Context: an optimization exercise on an open-source flow, tuned for small area, a short achievable clock period and few clock cycles per item. The choices shown serve that exercise and are no tape-out recipe.
RTL that was checked went through simulation tests only; none was proved equivalent to the original.

==> run a <==
Design output_eval_top, start of the top module:
module output_eval_top (
	input logic clk,
	input logic reset,
	input logic wb_cyc_i,
	input logic wb_stb_i,
	input logic wb_we_i,
	input logic [99:0] wb_dat_i,
	output logic [58:0] wb_dat_o,
	output logic wb_ack_o
);
Settings: LEC_CHECK=0, ABC_AREA=1, CAP_MARGIN=20, CORE_MARGIN=2, CORE_UTILIZATION=40, SETUP_SLACK_MARGIN=3.0, SLEW_MARGIN=20; clock period 7.5 ns.
standard.sh (not shown) runs the stock make flow with config.mk's settings and CLKGATE_MAP_FILE= SYNTH_SCRIPT=/design/flow/synth_recipe.tcl, a recipe that flattens the netlist after the stock synthesis.
==> flow/flow/run.sh <==
#!/bin/bash
set -euo pipefail
export BUFFER_PORTS_ARGS="-buffer_cell sky130_fd_sc_hd__buf_2"
bash standard.sh > standard.log 2>&1
==> run b: changes against run a <==
--- a/flow/design.v
+++ b/flow/design.v
@@ -30,17 +30,17 @@
 	localparam int SAMPLE_W = 2 * NEURONS * DATA_W + NEURONS;  
 	localparam int RESULT_W = NEURONS * DATA_W + IDX_W + 1 + CNT_W;  
 endpackage
 `timescale 1ns/1ps
 module fxp_mul (
 	input logic [11:0] a_i,  
 	input logic y_i,  
 	input logic [11:0] d_i,  
-	output logic [31:0] t_o  
+	output logic [27:0] t_o  
 );
 	logic sat;  
 	logic [11:0] ap;  
 	logic neg0, one0, two0;
 	logic [12:0] pp0;
 	logic neg1, one1, two1;
 	logic [12:0] pp1;
 	logic neg2, one2, two2;
@@ -105,18 +105,18 @@
 	logic s48, k48;
 	logic s49, k49;
 	logic s50, k50;
 	logic s51, k51;
 	logic s52, k52;
 	logic s53, k53;
 	logic s54, k54;
 	logic s55, k55;
-	logic [7:0] la, lb;
-	logic [8:0] lsum;
+	logic [11:0] la, lb;
+	logic [12:0] lsum;
 	assign sat = y_i & a_i[11] & ~a_i[10] & ~a_i[9] & ~a_i[8];
 	assign ap = sat ? 12'h800 : {a_i[11:8] - {3'b000, y_i}, a_i[7:0]};
 	assign neg0 = d_i[1];
 	assign one0 = d_i[0] ^ 1'b0;
 	assign two0 = (d_i[1] & ~d_i[0] & ~1'b0) | (~d_i[1] & d_i[0] & 1'b0);
 	assign pp0[0] = ((ap[0] & one0) | (1'b0 & two0)) ^ neg0;
 	assign pp0[1] = ((ap[1] & one0) | (ap[0] & two0)) ^ neg0;
 	assign pp0[2] = ((ap[2] & one0) | (ap[1] & two0)) ^ neg0;
@@ -353,103 +353,101 @@
 	assign la[4] = s38;
 	assign lb[4] = k37;
 	assign la[5] = s39;
 	assign lb[5] = k38;
 	assign la[6] = s40;
 	assign lb[6] = k39;
 	assign la[7] = s41;
 	assign lb[7] = k40;
+	assign la[8] = s42;
+	assign lb[8] = k41;
+	assign la[9] = s43;
+	assign lb[9] = k42;
+	assign la[10] = s44;
+	assign lb[10] = k43;
+	assign la[11] = s45;
+	assign lb[11] = k44;
 	assign lsum = la + lb;
-	assign t_o[0] = s42;  
-	assign t_o[1] = k41;  
-	assign t_o[2] = s43;  
-	assign t_o[3] = k42;  
-	assign t_o[4] = s44;  
-	assign t_o[5] = k43;  
-	assign t_o[6] = s45;  
-	assign t_o[7] = k44;  
-	assign t_o[8] = s46;  
-	assign t_o[9] = k45;  
-	assign t_o[10] = s47;  
-	assign t_o[11] = k46;  
-	assign t_o[12] = s48;  
-	assign t_o[13] = k47;  
-	assign t_o[14] = s49;  
-	assign t_o[15] = k48;  
-	assign t_o[16] = s50;  
-	assign t_o[17] = k49;  
-	assign t_o[18] = s51;  
-	assign t_o[19] = k50;  
-	assign t_o[20] = s52;  
-	assign t_o[21] = k51;  
-	assign t_o[22] = s53;  
-	assign t_o[23] = k52;  
-	assign t_o[24] = s54;  
-	assign t_o[25] = k53;  
-	assign t_o[26] = s55;  
-	assign t_o[27] = k54;  
-	assign t_o[28] = ~pp5[12];  
-	assign t_o[29] = k55;  
-	assign t_o[30] = 1'b1;  
-	assign t_o[31] = lsum[8];  
+	assign t_o[0] = lsum[8];  
+	assign t_o[1] = lsum[9];  
+	assign t_o[2] = lsum[10];  
+	assign t_o[3] = lsum[11];  
+	assign t_o[4] = lsum[12];  
+	assign t_o[5] = s46;  
+	assign t_o[6] = k45;  
+	assign t_o[7] = s47;  
+	assign t_o[8] = k46;  
+	assign t_o[9] = s48;  
+	assign t_o[10] = k47;  
+	assign t_o[11] = s49;  
+	assign t_o[12] = k48;  
+	assign t_o[13] = s50;  
+	assign t_o[14] = k49;  
+	assign t_o[15] = s51;  
+	assign t_o[16] = k50;  
+	assign t_o[17] = s52;  
+	assign t_o[18] = k51;  
+	assign t_o[19] = s53;  
+	assign t_o[20] = k52;  
+	assign t_o[21] = s54;  
+	assign t_o[22] = k53;  
+	assign t_o[23] = s55;  
+	assign t_o[24] = k54;  
+	assign t_o[25] = ~pp5[12];  
+	assign t_o[26] = k55;  
+	assign t_o[27] = 1'b1;  
 endmodule
 module fxp_mul_round (
-	input logic [31:0] t_i,
+	input logic [27:0] t_i,
 	output logic [11:0] p_o
 );
-	logic [15:0] ra, rb, q;
-	assign ra[0] = t_i[0];
-	assign rb[0] = t_i[1];
-	assign ra[1] = t_i[2];
-	assign rb[1] = t_i[3];
-	assign ra[2] = t_i[4];
-	assign rb[2] = t_i[5];
-	assign ra[3] = t_i[6];
-	assign rb[3] = t_i[7];
-	assign ra[4] = t_i[8];
-	assign rb[4] = t_i[9];
-	assign ra[5] = t_i[10];
-	assign rb[5] = t_i[11];
-	assign ra[6] = t_i[12];
-	assign rb[6] = t_i[13];
-	assign ra[7] = t_i[14];
-	assign rb[7] = t_i[15];
-	assign ra[8] = t_i[16];
-	assign rb[8] = t_i[17];
-	assign ra[9] = t_i[18];
-	assign rb[9] = t_i[19];
-	assign ra[10] = t_i[20];
-	assign rb[10] = t_i[21];
-	assign ra[11] = t_i[22];
-	assign rb[11] = t_i[23];
-	assign ra[12] = t_i[24];
-	assign rb[12] = t_i[25];
-	assign ra[13] = t_i[26];
-	assign rb[13] = t_i[27];
-	assign ra[14] = t_i[28];
-	assign rb[14] = t_i[29];
-	assign ra[15] = t_i[30];
-	assign rb[15] = 1'b0;
-	assign q = ra + rb + {15'd0, t_i[31]};
+	logic [11:0] ra, rb, qh;
+	logic [15:0] q;
+	assign ra[0] = t_i[5];
+	assign rb[0] = t_i[6];
+	assign ra[1] = t_i[7];
+	assign rb[1] = t_i[8];
+	assign ra[2] = t_i[9];
+	assign rb[2] = t_i[10];
+	assign ra[3] = t_i[11];
+	assign rb[3] = t_i[12];
+	assign ra[4] = t_i[13];
+	assign rb[4] = t_i[14];
+	assign ra[5] = t_i[15];
+	assign rb[5] = t_i[16];
+	assign ra[6] = t_i[17];
+	assign rb[6] = t_i[18];
+	assign ra[7] = t_i[19];
+	assign rb[7] = t_i[20];
+	assign ra[8] = t_i[21];
+	assign rb[8] = t_i[22];
+	assign ra[9] = t_i[23];
+	assign rb[9] = t_i[24];
+	assign ra[10] = t_i[25];
+	assign rb[10] = t_i[26];
+	assign ra[11] = t_i[27];
+	assign rb[11] = 1'b0;
+	assign qh = ra + rb + {11'd0, t_i[4]};
+	assign q = {qh, t_i[3:0]};
 	assign p_o = (q[15:11] == 5'b00000 || q[15:11] == 5'b11111) ? q[11:0] :
 		(q[15] ? 12'h800 : 12'h7ff);
 endmodule
 `timescale 1ns/1ps
 module output_eval_top (
 	input logic clk,
 	input logic reset,
 	input logic wb_cyc_i,
 	input logic wb_stb_i,
 	input logic wb_we_i,
 	input logic [99:0] wb_dat_i,
 	output logic [58:0] wb_dat_o,
 	output logic wb_ack_o
 );
-	localparam int TB = 32;  
+	localparam int TB = 28;  
 	logic wr;  
 	logic rd;  
 	logic held_q;  
 	logic [7:0] count_q;
 	logic [1:0] idx_q;
 	logic correct_q;
 	logic [4*TB-1:0] t_q;  
 	logic [4*TB-1:0] t_d;
SETUP_SLACK_MARGIN = 3.4   (was 3.0)
==> flow_summary.ini <==
[status]
status = timing/DRC/antenna clean

[yosys]
synth_cells = 2723
synthAdderAreaFrac_pct = 27.6

[pwr]
switching_power_mw = 2.64
vdd_drop_max_mv = 0.126

[cts]
cts_resized = 68

[grt]
grt_pass1_wl_um = 93400

[layout]
multi_input_gates = 1933
drive_above_1_share_pct = 19.4
regArea_um2 = 4040
buf_share_pct = 5.79

[critical_path]
cp-startpoint = wb_dat_i[84]

[floorplanning]
nWellTaps = 696

[drt]
wl_met1_um = 27100
met2WireLength_um = 27400
wl_met3_um = 3700

[placement]
dpl.cell_count = 3456

[sta]
worst_slew_pin_slew_ns = 0.887
That was run a.
==> flow_summary.ini <==
[status]
status = timing/DRC/antenna clean

[drt]
wl_met3_um = 3390
wl_met1_um = 27000
met2WireLength_um = 31800

[pwr]
vdd_drop_max_mv = 0.193
switching_power_mw = 3.76

[cts]
cts_resized = 380

[sta]
worst_slew_pin_slew_ns = 0.750
layout_setup_ws_ns = 2.44

[yosys]
synth_cells = 2638
synthAdderAreaFrac_pct = 28.6
synth-simple-area-share_pct = 15.2

[layout]
drive_above_1_share_pct = 34.4
regArea_um2 = 3560

[placement]
dpl.cell_count = 3377

[floorplanning]
nWellTaps = 688

[critical_path]
critical-path-top-delay-family = adder cells
cp-startpoint = wb_dat_i[62]

[grt]
grt_pass1_wl_um = 98400
That was run b.
Testbench counts of run a, summed over its fixed seeds: cycles 6,400, items 3,200.
The RTL of run b was laid out without a check of its function.

==> inputs of fjord <==
Another version of the RTL of output_eval_top (not shown whole).
==> flow/config.mk <==
export PLATFORM = sky130hd
export DESIGN_NAME = output_eval_top
export DESIGN_NICKNAME = output_eval_top
export VERILOG_FILES = /design/flow/design.v
export SDC_FILE = /design/flow/constraint.sdc
export NUM_CORES = 4
export LEC_CHECK = 0
export ABC_AREA = 1
export CAP_MARGIN = 20
export CORE_MARGIN = 2
export CORE_UTILIZATION = 40
export CTS_BUF_LIST = sky130_fd_sc_hd__clkbuf_4 sky130_fd_sc_hd__clkbuf_8
export SETUP_SLACK_MARGIN = 3.0
export SLEW_MARGIN = 20
==> flow/constraint.sdc <==
create_clock -name core_clock -period 7.5 [get_ports {clk}]
set_input_delay 1.5000 -clock core_clock [delete_from_list [all_inputs] [get_ports {clk}]]
set_output_delay 1.5000 -clock core_clock [all_outputs]
set_load 0.01 [all_outputs]
==> flow/flow/run.sh <==
#!/bin/bash
set -euo pipefail
export BUFFER_PORTS_ARGS="-buffer_cell sky130_fd_sc_hd__buf_1"
bash standard.sh > standard.log 2>&1
==> cedar: changes against fjord <==
--- a/flow/design.v
+++ b/flow/design.v
@@ -31,15 +31,15 @@
 	localparam int RESULT_W = NEURONS * DATA_W + IDX_W + 1 + CNT_W;  
 endpackage
 `timescale 1ns/1ps
 module fxp_mul (
 	input logic [11:0] a_i,  
 	input logic y_i,  
 	input logic [11:0] d_i,  
-	output logic [29:0] t_o  
+	output logic [31:0] t_o  
 );
 	logic sat;  
 	logic [11:8] dec;  
 	logic [11:0] ap;  
 	logic neg0, one0, two0;
 	logic [12:0] pp0;
 	logic onel0, twol0;  
@@ -141,16 +141,14 @@
 	logic lG2_6;
 	logic lP2_6;
 	logic lG2_7;
 	logic lP2_7;
 	logic lG3_8;
 	logic lP3_8;
 	logic lcarry;  
-	logic [3:0] ua, ub;  
-	logic [3:0] ug, up;  
 	assign sat = y_i & a_i[11] & ~a_i[10] & ~a_i[9] & ~a_i[8];
 	assign dec[8] = a_i[8] ^ y_i;
 	assign dec[9] = a_i[9] ^ (y_i & ~a_i[8]);
 	assign dec[10] = a_i[10] ^ (y_i & ~a_i[8] & ~a_i[9]);
 	assign dec[11] = a_i[11] ^ (y_i & ~a_i[8] & ~a_i[9] & ~a_i[10]);
 	assign ap = {dec[11] | sat, dec[10:8] & {3{~sat}}, a_i[7:0]};
 	assign neg0 = d_i[1];
@@ -448,131 +446,153 @@
 	assign lG2_6 = lG1_6 | (lP1_6 & lG1_3);
 	assign lP2_6 = lP1_6 & lP1_3;
 	assign lG2_7 = lG1_7 | (lP1_7 & lG1_3);
 	assign lP2_7 = lP1_7 & lP1_3;
 	assign lG3_8 = lg[8] | (lp[8] & lG2_7);
 	assign lP3_8 = lp[8] & lP2_7;
 	assign lcarry = lG3_8;
-	assign t_o[0] = ~s41;  
-	assign t_o[1] = ~k40;  
-	assign t_o[2] = ~s42;  
+	assign t_o[0] = s41;  
+	assign t_o[1] = k40;  
+	assign t_o[2] = s42;  
 	assign t_o[3] = k41;  
-	assign t_o[4] = ~s43;  
-	assign t_o[5] = ~k42;  
-	assign t_o[6] = ~s44;  
-	assign t_o[7] = ~k43;  
-	assign t_o[8] = ~s45;  
-	assign t_o[9] = ~k44;  
+	assign t_o[4] = s43;  
+	assign t_o[5] = k42;  
+	assign t_o[6] = s44;  
+	assign t_o[7] = k43;  
+	assign t_o[8] = s45;  
+	assign t_o[9] = k44;  
 	assign t_o[10] = s46;  
-	assign t_o[11] = ~k45;  
+	assign t_o[11] = k45;  
 	assign t_o[12] = s47;  
 	assign t_o[13] = k46;  
 	assign t_o[14] = s48;  
 	assign t_o[15] = k47;  
-	assign t_o[16] = ~s49;  
+	assign t_o[16] = s49;  
 	assign t_o[17] = k48;  
-	assign t_o[18] = ~s50;  
-	assign t_o[19] = ~k49;  
+	assign t_o[18] = s50;  
+	assign t_o[19] = k49;  
 	assign t_o[20] = s51;  
-	assign t_o[21] = ~k50;  
+	assign t_o[21] = k50;  
 	assign t_o[22] = s52;  
 	assign t_o[23] = k51;  
-	assign ua[0] = s53;
-	assign ub[0] = k52;
-	assign ua[1] = s54;
-	assign ub[1] = k53;
-	assign ua[2] = ~pp5[12];
-	assign ub[2] = k54;
-	assign ua[3] = 1'b1;
-	assign ub[3] = 1'b0;
-	assign ug = ua & ub;
-	assign up = ua ^ ub;
-	assign t_o[24] = up[0];  
-	assign t_o[25] = (up[1] == (ua[0] | ub[0])) & (up[2] == (ua[1] | ub[1])) & (up[3] == (ua[2] | ub[2]));  
-	assign t_o[26] = ug[2] | (up[2] & ug[1]) | (up[2] & up[1] & ug[0]);  
-	assign t_o[27] = up[2] & up[1] & up[0];  
-	assign t_o[28] = up[3];  
-	assign t_o[29] = ~lcarry;  
+	assign t_o[24] = s53;  
+	assign t_o[25] = k52;  
+	assign t_o[26] = s54;  
+	assign t_o[27] = k53;  
+	assign t_o[28] = ~pp5[12];  
+	assign t_o[29] = k54;  
+	assign t_o[30] = 1'b1;  
+	assign t_o[31] = lcarry;  
 endmodule
 module fxp_mul_round (
-	input logic [29:0] t_i,
+	input logic [31:0] t_i,
 	output logic [11:0] p_o
 );
-	logic [11:0] ra, rb;  
-	logic [11:0] q;  
-	assign ra[0] = ~t_i[0];
-	assign rb[0] = ~t_i[1];
-	assign ra[1] = ~t_i[2];
+	logic [15:0] ra, rb;  
+	logic [15:0] q;
+	assign ra[0] = t_i[0];
+	assign rb[0] = t_i[1];
+	assign ra[1] = t_i[2];
 	assign rb[1] = t_i[3];
-	assign ra[2] = ~t_i[4];
-	assign rb[2] = ~t_i[5];
-	assign ra[3] = ~t_i[6];
-	assign rb[3] = ~t_i[7];
-	assign ra[4] = ~t_i[8];
-	assign rb[4] = ~t_i[9];
+	assign ra[2] = t_i[4];
+	assign rb[2] = t_i[5];
+	assign ra[3] = t_i[6];
+	assign rb[3] = t_i[7];
+	assign ra[4] = t_i[8];
+	assign rb[4] = t_i[9];
 	assign ra[5] = t_i[10];
-	assign rb[5] = ~t_i[11];
+	assign rb[5] = t_i[11];
 	assign ra[6] = t_i[12];
 	assign rb[6] = t_i[13];
 	assign ra[7] = t_i[14];
 	assign rb[7] = t_i[15];
-	assign ra[8] = ~t_i[16];
+	assign ra[8] = t_i[16];
 	assign rb[8] = t_i[17];
-	assign ra[9] = ~t_i[18];
-	assign rb[9] = ~t_i[19];
+	assign ra[9] = t_i[18];
+	assign rb[9] = t_i[19];
 	assign ra[10] = t_i[20];
-	assign rb[10] = ~t_i[21];
+	assign rb[10] = t_i[21];
 	assign ra[11] = t_i[22];
 	assign rb[11] = t_i[23];
-	logic [12:0] qg, qp;  
+	assign ra[12] = t_i[24];
+	assign rb[12] = t_i[25];
+	assign ra[13] = t_i[26];
+	assign rb[13] = t_i[27];
+	assign ra[14] = t_i[28];
+	assign rb[14] = t_i[29];
+	assign ra[15] = t_i[30];
+	assign rb[15] = 1'b0;
+	logic [16:0] qg, qp;  
 	logic qG0_1;
 	logic qP0_1;
 	logic qG0_3;
 	logic qP0_3;
 	logic qG0_5;
 	logic qP0_5;
 	logic qG0_7;
 	logic qP0_7;
 	logic qG0_9;
 	logic qP0_9;
 	logic qG0_11;
 	logic qP0_11;
+	logic qG0_13;
+	logic qP0_13;
+	logic qG0_15;
+	logic qP0_15;
 	logic qG1_2;
 	logic qP1_2;
 	logic qG1_3;
 	logic qP1_3;
 	logic qG1_6;
 	logic qP1_6;
 	logic qG1_7;
 	logic qP1_7;
 	logic qG1_10;
 	logic qP1_10;
 	logic qG1_11;
 	logic qP1_11;
+	logic qG1_14;
+	logic qP1_14;
+	logic qG1_15;
+	logic qP1_15;
 	logic qG2_4;
 	logic qP2_4;
 	logic qG2_5;
 	logic qP2_5;
 	logic qG2_6;
 	logic qP2_6;
 	logic qG2_7;
 	logic qP2_7;
 	logic qG2_12;
 	logic qP2_12;
+	logic qG2_13;
+	logic qP2_13;
+	logic qG2_14;
+	logic qP2_14;
+	logic qG2_15;
+	logic qP2_15;
 	logic qG3_8;
 	logic qP3_8;
 	logic qG3_9;
 	logic qP3_9;
 	logic qG3_10;
 	logic qP3_10;
 	logic qG3_11;
 	logic qP3_11;
 	logic qG3_12;
 	logic qP3_12;
-	assign qg[0] = ~t_i[29];
+	logic qG3_13;
+	logic qP3_13;
+	logic qG3_14;
+	logic qP3_14;
+	logic qG3_15;
+	logic qP3_15;
+	logic qG4_16;
+	logic qP4_16;
+	assign qg[0] = t_i[31];
 	assign qp[0] = 1'b0;
 	assign qg[1] = ra[0] & rb[0];
 	assign qp[1] = ra[0] ^ rb[0];
 	assign qg[2] = ra[1] & rb[1];
 	assign qp[2] = ra[1] ^ rb[1];
 	assign qg[3] = ra[2] & rb[2];
 	assign qp[3] = ra[2] ^ rb[2];
@@ -590,89 +610,125 @@
 	assign qp[9] = ra[8] ^ rb[8];
 	assign qg[10] = ra[9] & rb[9];
 	assign qp[10] = ra[9] ^ rb[9];
 	assign qg[11] = ra[10] & rb[10];
 	assign qp[11] = ra[10] ^ rb[10];
 	assign qg[12] = ra[11] & rb[11];
 	assign qp[12] = ra[11] ^ rb[11];
+	assign qg[13] = ra[12] & rb[12];
+	assign qp[13] = ra[12] ^ rb[12];
+	assign qg[14] = ra[13] & rb[13];
+	assign qp[14] = ra[13] ^ rb[13];
+	assign qg[15] = ra[14] & rb[14];
+	assign qp[15] = ra[14] ^ rb[14];
+	assign qg[16] = ra[15] & rb[15];
+	assign qp[16] = ra[15] ^ rb[15];
 	assign qG0_1 = qg[1] | (qp[1] & qg[0]);
 	assign qP0_1 = qp[1] & qp[0];
 	assign qG0_3 = qg[3] | (qp[3] & qg[2]);
 	assign qP0_3 = qp[3] & qp[2];
 	assign qG0_5 = qg[5] | (qp[5] & qg[4]);
 	assign qP0_5 = qp[5] & qp[4];
 	assign qG0_7 = qg[7] | (qp[7] & qg[6]);
 	assign qP0_7 = qp[7] & qp[6];
 	assign qG0_9 = qg[9] | (qp[9] & qg[8]);
 	assign qP0_9 = qp[9] & qp[8];
 	assign qG0_11 = qg[11] | (qp[11] & qg[10]);
 	assign qP0_11 = qp[11] & qp[10];
+	assign qG0_13 = qg[13] | (qp[13] & qg[12]);
+	assign qP0_13 = qp[13] & qp[12];
+	assign qG0_15 = qg[15] | (qp[15] & qg[14]);
+	assign qP0_15 = qp[15] & qp[14];
 	assign qG1_2 = qg[2] | (qp[2] & qG0_1);
 	assign qP1_2 = qp[2] & qP0_1;
 	assign qG1_3 = qG0_3 | (qP0_3 & qG0_1);
 	assign qP1_3 = qP0_3 & qP0_1;
 	assign qG1_6 = qg[6] | (qp[6] & qG0_5);
 	assign qP1_6 = qp[6] & qP0_5;
 	assign qG1_7 = qG0_7 | (qP0_7 & qG0_5);
 	assign qP1_7 = qP0_7 & qP0_5;
 	assign qG1_10 = qg[10] | (qp[10] & qG0_9);
 	assign qP1_10 = qp[10] & qP0_9;
 	assign qG1_11 = qG0_11 | (qP0_11 & qG0_9);
 	assign qP1_11 = qP0_11 & qP0_9;
+	assign qG1_14 = qg[14] | (qp[14] & qG0_13);
+	assign qP1_14 = qp[14] & qP0_13;
+	assign qG1_15 = qG0_15 | (qP0_15 & qG0_13);
+	assign qP1_15 = qP0_15 & qP0_13;
 	assign qG2_4 = qg[4] | (qp[4] & qG1_3);
 	assign qP2_4 = qp[4] & qP1_3;
 	assign qG2_5 = qG0_5 | (qP0_5 & qG1_3);
 	assign qP2_5 = qP0_5 & qP1_3;
 	assign qG2_6 = qG1_6 | (qP1_6 & qG1_3);
 	assign qP2_6 = qP1_6 & qP1_3;
 	assign qG2_7 = qG1_7 | (qP1_7 & qG1_3);
 	assign qP2_7 = qP1_7 & qP1_3;
 	assign qG2_12 = qg[12] | (qp[12] & qG1_11);
 	assign qP2_12 = qp[12] & qP1_11;
+	assign qG2_13 = qG0_13 | (qP0_13 & qG1_11);
+	assign qP2_13 = qP0_13 & qP1_11;
+	assign qG2_14 = qG1_14 | (qP1_14 & qG1_11);
+	assign qP2_14 = qP1_14 & qP1_11;
+	assign qG2_15 = qG1_15 | (qP1_15 & qG1_11);
+	assign qP2_15 = qP1_15 & qP1_11;
 	assign qG3_8 = qg[8] | (qp[8] & qG2_7);
 	assign qP3_8 = qp[8] & qP2_7;
 	assign qG3_9 = qG0_9 | (qP0_9 & qG2_7);
 	assign qP3_9 = qP0_9 & qP2_7;
 	assign qG3_10 = qG1_10 | (qP1_10 & qG2_7);
 	assign qP3_10 = qP1_10 & qP2_7;
 	assign qG3_11 = qG1_11 | (qP1_11 & qG2_7);
 	assign qP3_11 = qP1_11 & qP2_7;
 	assign qG3_12 = qG2_12 | (qP2_12 & qG2_7);
 	assign qP3_12 = qP2_12 & qP2_7;
+	assign qG3_13 = qG2_13 | (qP2_13 & qG2_7);
+	assign qP3_13 = qP2_13 & qP2_7;
+	assign qG3_14 = qG2_14 | (qP2_14 & qG2_7);
+	assign qP3_14 = qP2_14 & qP2_7;
+	assign qG3_15 = qG2_15 | (qP2_15 & qG2_7);
+	assign qP3_15 = qP2_15 & qP2_7;
+	assign qG4_16 = qg[16] | (qp[16] & qG3_15);
+	assign qP4_16 = qp[16] & qP3_15;
 	assign q[0] = qp[1] ^ qg[0];
 	assign q[1] = qp[2] ^ qG0_1;
 	assign q[2] = qp[3] ^ qG1_2;
 	assign q[3] = qp[4] ^ qG1_3;
 	assign q[4] = qp[5] ^ qG2_4;
 	assign q[5] = qp[6] ^ qG2_5;
 	assign q[6] = qp[7] ^ qG2_6;
 	assign q[7] = qp[8] ^ qG2_7;
 	assign q[8] = qp[9] ^ qG3_8;
 	assign q[9] = qp[10] ^ qG3_9;
 	assign q[10] = qp[11] ^ qG3_10;
 	assign q[11] = qp[12] ^ qG3_11;
+	assign q[12] = qp[13] ^ qG3_12;
+	assign q[13] = qp[14] ^ qG3_13;
+	assign q[14] = qp[15] ^ qG3_14;
+	assign q[15] = qp[16] ^ qG3_15;
+	logic hi_ok;  
 	logic in_range;  
-	logic neg;  
-	assign in_range = t_i[25] & (qG3_12 == t_i[24]);
-	assign neg = t_i[28] ^ (t_i[26] | (t_i[27] & qG3_12));
+	assign hi_ok = ((ra[13] ^ rb[13]) == (ra[12] | rb[12])) &
+		((ra[14] ^ rb[14]) == (ra[13] | rb[13])) &
+		((ra[15] ^ rb[15]) == (ra[14] | rb[14]));
+	assign in_range = hi_ok & (qG3_12 == (ra[12] ^ rb[12]));
 	assign p_o = in_range ? {~q[11], q[10:0]} :
-		(neg ? 12'h800 : 12'h7ff);
+		(q[15] ? 12'h800 : 12'h7ff);
 endmodule
 `timescale 1ns/1ps
 module output_eval_top (
 	input logic clk,
 	input logic reset,
 	input logic wb_cyc_i,
 	input logic wb_stb_i,
 	input logic wb_we_i,
 	input logic [99:0] wb_dat_i,
 	output logic [58:0] wb_dat_o,
 	output logic wb_ack_o
 );
-	localparam int TB = 30;  
+	localparam int TB = 32;  
 	logic wr;  
 	logic rd;  
 	logic held_q;  
 	logic [7:0] count_q;
 	logic [1:0] idx_q;
 	logic correct_q;
 	logic [4*TB-1:0] t_q;  
==> flow/flow/run.sh (replaced) <==
#!/bin/bash
set -euo pipefail
export BUFFER_PORTS_ARGS="-buffer_cell sky130_fd_sc_hd__buf_2"
bash standard.sh > standard.log 2>&1
==> flow_summary.json <==
{
  "syn_area_um2": 20800,
  "p_sw_share_pct": 44.1,
  "finalInstanceArea_um2": 23600,
  "reg2reg_from": "count_q[4]",
  "clock_area_share_pct": 1.97,
  "n_clock_buffer": 18,
  "drt_wl_total_mm": 58.3,
  "synth_top_area_share_pct": 18.3,
  "area_delta_synth_final_pct": 13.3,
  "final_cell_mix": "inv_1 (467), nand2_1 (321), xor2_1 (267), ha_1 (213), o22ai_1 (202)",
  "final-nonclk-buf-share_pct": 4.71,
  "multi_input_gates": 1821,
  "status": "timing/DRC/antenna clean"
}
The numbers above come from cedar.

==> flow_summary.json <==
{
  "final_cell_mix": "inv_1 (401), nand2_1 (306), xor2_1 (281), o22ai_1 (215), ha_1 (213)",
  "reg2reg_to": "count_q[7]",
  "syn_area_um2": 20800,
  "synth_top_area_share_pct": 17.2,
  "clock_area_share_pct": 1.67,
  "status": "timing/DRC/antenna clean",
  "multi_input_gates": 1815,
  "final-nonclk-buf-share_pct": 3.98,
  "n_clock_buffer": 17,
  "area_delta_synth_final_pct": 10.8,
  "period_minus_slack_ns": 4.45,
  "p_sw_share_pct": 47.3,
  "drt_wl_total_mm": 59.2
}
The numbers above come from fjord.

No run of this note included a check of the RTL's function; only the layout flow was run.

-- static timing again, ports no longer ideal --
No port has a modelled driver above. Below, the same layouts with a new extraction and two added sets of constraints.
Step 1, drivers: a clkbuf_16 drives clk and a buf_2 each remaining input, both assumed.
Step 2 times the ports against the registers' clock, not the clock port: input delays grow and output delays shrink by t, the midpoint of the rising clock arrivals with the driver on.
a / b / c = ideal / step 1 / step 2; a / b = the first two.
run | t (ns) | slack for setup (ns) | hold slack, ns | worst setup path after step 2 | clock arrival spread, ns
run a | 0.532 | 3.081 / 3.056 / 2.551 | 0.467 / 0.467 / 0.467 | input to register | 0.015 / 0.015
run b | 0.534 | 2.437 / 2.429 / 1.895 | 0.475 / 0.475 / 0.475 | input to register | 0.017 / 0.017
fjord | 0.599 | 3.051 / 3.062 / 2.462 | 0.467 / 0.467 / 0.467 | input to register | 0.031 / 0.031
cedar | 0.603 | 3.086 / 3.095 / 2.491 | 0.476 / 0.476 / 0.476 | input to register | 0.015 / 0.015
After both steps setup and hold are still met in every run listed. The setup slack of cedar, which loses most, moves by +0.009 ns with the drivers and by -0.595 ns with both steps.
